Background: an optimization exercise with open tools, aiming at small area. Do not read the settings as production practice.
Only simulation tests tie the RTL to the original design; equivalence was not proved.
Power figures rest on the tool's default switching activity, not on a simulated workload.

run 1:
==> flow/design.v <==
package fcrla_pkg;
	localparam int MAX_SAMPLES = 4096;
	localparam int SAMPLE_BITS = 16;
	localparam int LANES       = 4;
	localparam int COUNT_W     = 13;
	localparam int TIME_W      = 32;
	localparam int IVAL_W      = 16;
	localparam int TALLY_W     = 13;
	localparam int SUM_W       = 28;
	localparam int IN_W        = 104;
	localparam int OUT_W       = 80;
	localparam logic [IVAL_W-1:0] EMIT_INTERVAL_RESET = IVAL_W'(1000);
	typedef enum logic [1:0] {
		ST_IDLE = 2'd0,
		ST_ACC  = 2'd1,
		ST_DIV  = 2'd2,
		ST_OUT  = 2'd3
	} state_t;
endpackage
module four_channel_rate_limited_averager_top (
	input  logic                          clk,
	input  logic                          arst_n,
	input  logic                          s_tvalid,
	output logic                          s_tready,
	input  logic [fcrla_pkg::IN_W-1:0]    s_tdata,
	input  logic [1:0]                    s_tuser,
	output logic                          m_tvalid,
	input  logic                          m_tready,
	output logic [fcrla_pkg::OUT_W-1:0]   m_tdata,
	input  logic                          cfg_we,
	input  logic [fcrla_pkg::IVAL_W-1:0]  cfg_data
);
	fcrla_pkg::state_t state_q;
	logic [1:0]  ph_q;
	logic [3:0]  step_q;
	logic [15:0] ival_q;
	logic        stream_q;
	logic [31:0] last_q;
	logic        fresh_q;    
	logic        clrp_q;
	logic [11:0] w0h_q, w1h_q, w2h_q, w3h_q;
	logic        smp;
	logic        room;
	logic        accept;
	logic        hit;
	logic        acc_last;
	logic        div;
	logic [15:0] pad;
	logic [27:0] acc;
	logic [27:0] dstep;
	logic [27:0] alu;
	logic [12:0] tally_inc;
	logic [3:0]  step_inc;
	assign smp      = (s_tuser == 2'd0) && stream_q && s_tdata[0];
	assign room     = !m_tdata[76];
	assign acc_last = (state_q == fcrla_pkg::ST_ACC) && (ph_q == 2'd3);
	assign s_tready = ((state_q == fcrla_pkg::ST_IDLE) && !smp) || acc_last;
	assign accept   = s_tvalid && s_tready;
	assign div      = (state_q == fcrla_pkg::ST_DIV);
	always_comb begin
		logic [31:0] t;
		logic [15:0] e;
		logic [15:0] s;
		logic        c;
		logic        ch;
		logic        ge;
		logic        nl;
		logic        hz;
		t = s_tdata[32:1];
		c = 1'b1;
		for (int i = 0; i < 16; i++) begin
			nl   = !(last_q[i] && !fresh_q);
			e[i] = t[i] ^ nl ^ c;
			c    = (t[i] & nl) | (c & (t[i] ^ nl));
		end
		ch = 1'b0;
		for (int i = 0; i < 16; i++) begin
			nl   = !(last_q[16+i] && !fresh_q);
			s[i] = t[16+i] ^ nl ^ ch;
			ch   = (t[16+i] & nl) | (ch & (t[16+i] ^ nl));
		end
		ge = 1'b1;
		for (int i = 0; i < 16; i++) begin
			ge = (e[i] & !ival_q[i]) | (ge & (e[i] | !ival_q[i]));
		end
		hz  = c ? (&s) : !(|s);
		hit = !hz || ge;
	end
	always_comb begin
		logic [3:0] sel;
		for (int k = 0; k < 4; k++) begin
			sel[k] = (state_q == fcrla_pkg::ST_ACC) && room && (ph_q == 2'(k));
		end
		pad = ({16{sel[0]}} & s_tdata[48:33]) | ({16{sel[1]}} & s_tdata[64:49])
		    | ({16{sel[2]}} & s_tdata[80:65]) | ({16{sel[3]}} & s_tdata[96:81]);
	end
	always_comb begin
		logic [27:0] a;
		logic        c;
		logic        p;
		a = clrp_q ? 28'd0 : {w0h_q, m_tdata[15:0]};
		c = 1'b0;
		for (int i = 0; i < 16; i++) begin
			acc[i] = a[i] ^ pad[i] ^ c;
			c      = (a[i] & pad[i]) | (c & (a[i] ^ pad[i]));
		end
		p = 1'b1;
		for (int i = 16; i < 28; i++) begin
			acc[i] = a[i] ^ (c & p);
			p      = p & a[i];
		end
	end
	always_comb begin
		logic [12:0] tr;
		logic [12:0] d;
		logic        c;
		tr = {w0h_q, m_tdata[15]};
		c  = 1'b1;
		for (int i = 0; i < 13; i++) begin
			d[i] = tr[i] ^ !m_tdata[64+i] ^ c;
			c    = (tr[i] & !m_tdata[64+i]) | (c & (tr[i] ^ !m_tdata[64+i]));
		end
		dstep = {c ? d[11:0] : tr[11:0], m_tdata[14:0], c};
	end
	assign alu = div ? dstep : acc;
	always_ff @(posedge clk) begin
		w3h_q <= alu[27:16];
		w2h_q <= w3h_q;
		w1h_q <= w2h_q;
		w0h_q <= w1h_q;
	end
	always_ff @(posedge clk) begin
		if (state_q != fcrla_pkg::ST_OUT) begin
			m_tdata[63:48] <= alu[15:0];
			m_tdata[47:32] <= m_tdata[63:48];
			m_tdata[31:16] <= m_tdata[47:32];
			m_tdata[15:0]  <= m_tdata[31:16];
		end
	end
	always_comb begin
		logic c;
		c = 1'b1;
		for (int i = 0; i < 13; i++) begin
			tally_inc[i] = m_tdata[64+i] ^ c;
			c            = m_tdata[64+i] & c;
		end
		c = 1'b1;
		for (int i = 0; i < 4; i++) begin
			step_inc[i] = step_q[i] ^ c;
			c           = step_q[i] & c;
		end
	end
	always_ff @(posedge clk or negedge arst_n) begin
		if (!arst_n) begin
			ph_q <= '0;
		end else begin
			ph_q <= ph_q + 2'd1;
		end
	end
	always_ff @(posedge clk) begin
		step_q <= '0;
		if (div) begin
			step_q <= (ph_q == 2'd3) ? step_inc : step_q;
		end
	end
	always_ff @(posedge clk or negedge arst_n) begin
		if (!arst_n) begin
			state_q <= fcrla_pkg::ST_IDLE;
		end else begin
			unique case (state_q)
				fcrla_pkg::ST_IDLE: begin
					if (s_tvalid && smp && (ph_q == 2'd3)) begin
						state_q <= fcrla_pkg::ST_ACC;
					end
				end
				fcrla_pkg::ST_ACC: begin
					if (acc_last) begin
						state_q <= hit ? fcrla_pkg::ST_DIV : fcrla_pkg::ST_IDLE;
					end
				end
				fcrla_pkg::ST_DIV: begin
					if ((step_q == 4'd15) && (ph_q == 2'd3)) begin
						state_q <= fcrla_pkg::ST_OUT;
					end
				end
				default: begin
					if (m_tready) begin
						state_q <= fcrla_pkg::ST_IDLE;
					end
				end
			endcase
		end
	end
	always_ff @(posedge clk or negedge arst_n) begin
		if (!arst_n) begin
			ival_q <= fcrla_pkg::EMIT_INTERVAL_RESET;
		end else if (cfg_we) begin
			ival_q <= cfg_data;
		end
	end
	always_ff @(posedge clk or negedge arst_n) begin
		if (!arst_n) begin
			stream_q <= 1'b0;
			fresh_q  <= 1'b1;
		end else if (accept) begin
			unique case (s_tuser)
				2'd1: stream_q <= 1'b1;
				2'd2: stream_q <= 1'b0;
				2'd0: begin
					if (smp && hit) begin
						fresh_q <= 1'b0;
					end
				end
				default: ;
			endcase
		end
	end
	always_ff @(posedge clk) begin
		if ((state_q == fcrla_pkg::ST_OUT) && m_tready) begin
			m_tdata[76:64] <= '0;
			clrp_q         <= 1'b1;
		end else if (accept) begin
			if (s_tuser == 2'd1) begin
				m_tdata[76:64] <= '0;
				clrp_q         <= 1'b1;
			end else if ((s_tuser == 2'd0) && smp && room) begin
				m_tdata[76:64] <= tally_inc;
				clrp_q         <= 1'b0;
			end
		end
	end
	always_ff @(posedge clk) begin
		if (accept && smp && hit) begin
			last_q <= s_tdata[32:1];
		end
	end
	assign m_tvalid       = (state_q == fcrla_pkg::ST_OUT);
	assign m_tdata[79:77] = 3'b000;
endmodule
export LEC_CHECK = 0
export CAP_MARGIN = 20
export CORE_MARGIN = 2
export CORE_UTILIZATION = 65
export GPL_TIMING_DRIVEN = 0
export SLEW_MARGIN = 20
create_clock -name core_clock -period 10.0 [get_ports {clk}]
standard.sh (not shown) runs the stock make flow with config.mk's settings and CLKGATE_MAP_FILE= SYNTH_SCRIPT=/design/flow/synth_recipe.tcl, a recipe that flattens the netlist after the stock synthesis.
==> flow/flow/run.sh <==
#!/bin/bash
# The standard layout with two changes: the port buffers use the smallest
# buffer cell (every port still gets its own buffer), and the clock tree is
# built from fewer, larger clusters without dummy loads.
set -euo pipefail
bash standard.sh \
  BUFFER_PORTS_ARGS="-buffer_cell sky130_fd_sc_hd__buf_1" \
  CTS_ARGS="-sink_clustering_enable -repair_clock_nets -sink_clustering_size 30 -sink_clustering_max_diameter 300 -buf_list sky130_fd_sc_hd__clkbuf_8 -dont_use_dummy_load" \
  finish > make_finish.log 2>&1
Run 1 did not stop at any stage, and its layout met the timing, design-rule and antenna checks.
> inputs changed (run 1 -> run 2)
- GPL_TIMING_DRIVEN: 0 -> unset
Results
Compare run 1 and run 2 | cell count lower: run 2
Run 2 ended up with a higher fill cell instance count of the final layout than run 1 did.
Looking only at post-route clock period utilization, and setting everything else aside, the higher value of run 1 and run 2 goes to run 1.
Run 2: flow completed, timing, DRC and antenna clean
Changes in run 3 relative to run 2:
- CORE_UTILIZATION: 65 -> 80
## What came out
- Run 3: all stages done; final checks FAILED (negative setup slack).
- Comparing run 3 and run 2, proportion of layout cells with a drive suffix above 1 is lower on run 2.
- Run 3 and run 2 ended up with nearly the same synthesis-to-finish area growth.
- Between run 3 and run 2, non-clock buffer total of the final layout is higher for run 3, run 2 comes in under that.
- Run 3: post-layout utilization of the core higher than run 2

---

// four_channel_rate_limited_averager_top: RTL as listed in full above, without the edits since
==> flow/config.mk <==
export PLATFORM = sky130hd
export DESIGN_NAME = four_channel_rate_limited_averager_top
export DESIGN_NICKNAME = four_channel_rate_limited_averager_top
export VERILOG_FILES = /design/flow/design.v
export SDC_FILE = /design/flow/constraint.sdc
export NUM_CORES = 4
export LEC_CHECK = 0
export ABC_AREA = 1
export CAP_MARGIN = 20
export CORE_MARGIN = 2
export CORE_UTILIZATION = 65
export SLEW_MARGIN = 20
==> flow/constraint.sdc <==
create_clock -name core_clock -period 10.0 [get_ports {clk}]
set_input_delay 2.0000 -clock core_clock [delete_from_list [all_inputs] [get_ports {clk}]]
set_output_delay 2.0000 -clock core_clock [all_outputs]
set_load 0.01 [all_outputs]
Scripts as last shown in full above: flow/flow/run.sh
Next try:
--- a/flow/config.mk
+++ b/flow/config.mk
@@ -6,7 +6,6 @@
 export NUM_CORES = 4
 export LEC_CHECK = 0
-export ABC_AREA = 1
 export CAP_MARGIN = 20
 export CORE_MARGIN = 2
-export CORE_UTILIZATION = 65
+export CORE_UTILIZATION = 72
 export SLEW_MARGIN = 20
After rerunning:
- core utilization increases by 11 points
- wire length increases by a few percent
- register-to-register slack improved by 20 ps
- via count decreases by a few percent
- global-route usage increases by 1.5 points
- clock skew stays flat
- die area decreases by roughly a tenth
- non-clock buffer count increases by 9
- design area increases slightly
- synthesized area hardly moves
- setup slack got worse by 170 ps

---

blue:
four_channel_rate_limited_averager_top, a different RTL version from the one above (not shown whole).
For scale: ~730 cells after synthesis, about 210 I/O pins, about 8500 µm² of cells after synthesis.
Settings: LEC_CHECK=0, ABC_AREA=1, CAP_MARGIN=20, CORE_MARGIN=2, CORE_UTILIZATION=65, SLEW_MARGIN=20; clock period 10.0 ns.
Scripts as last shown in full above: flow/flow/run.sh
blue went all the way through synthesis, placement and routing and the layout is clean on timing, DRC and antenna.
The inputs of orange differ from those of blue as listed below.
- ABC_AREA no longer set, was 1
## What came out
| number of multi-input combinational cells | higher: blue |. On post-layout total power, blue loses to orange. orange vs blue, combinational fraction of design power went down by 17 points. Compared with blue, via count in orange decreased by a few percent. Post-route minimum period was lower in the run labelled blue. [orange vs blue] first-iteration DRC count: higher in orange. Diff blue -> orange: global routing usage on met1 fell by 0.86 points, average via count per standard cell rose by 4.9%.

## separate check: timing with driven ports
Ports are ideal in the flow. The routed layouts listed here were re-timed in OpenROAD. Step 1 assumes that a clkbuf_16 drives the clock port and a buf_2 every other input. Step 2 moves the port delays by t, midway between the first and last clock arrival at a register: inputs arrive t later, outputs are due t later. That takes back most of the time a late clock gives input paths. a / b / c = ideal / step 1 / step 2; a / b = the first two.
run	t (ns)	setup slack, ns	hold slack, ns	worst register clock-pin slew, ns
run 1	0.485	0.328 / 0.341 / -0.144	0.320 / 0.320 / 0.320	0.10 / 0.10
run 2	0.486	0.373 / 0.384 / -0.103	0.317 / 0.317 / 0.317	0.10 / 0.10
run 3	0.526	-0.065 / -0.056 / -0.582	0.310 / 0.310 / 0.310	0.10 / 0.10
the first run of note 2	0.486	0.430 / 0.426 / -0.061	0.325 / 0.325 / 0.325	0.09 / 0.09
the second run of note 2	0.491	0.262 / 0.262 / -0.229	0.313 / 0.313 / 0.313	0.10 / 0.10
blue	0.487	0.515 / 0.519 / 0.032	0.318 / 0.318 / 0.318	0.09 / 0.09
orange	0.485	0.319 / 0.336 / -0.149	0.306 / 0.306 / 0.306	0.11 / 0.11
With both steps, setup timing fails in 5 of these runs, where it was met with ideal ports. The setup slack of run 3, which loses most, moves by +0.009 ns with the drivers and by -0.517 ns with both steps.
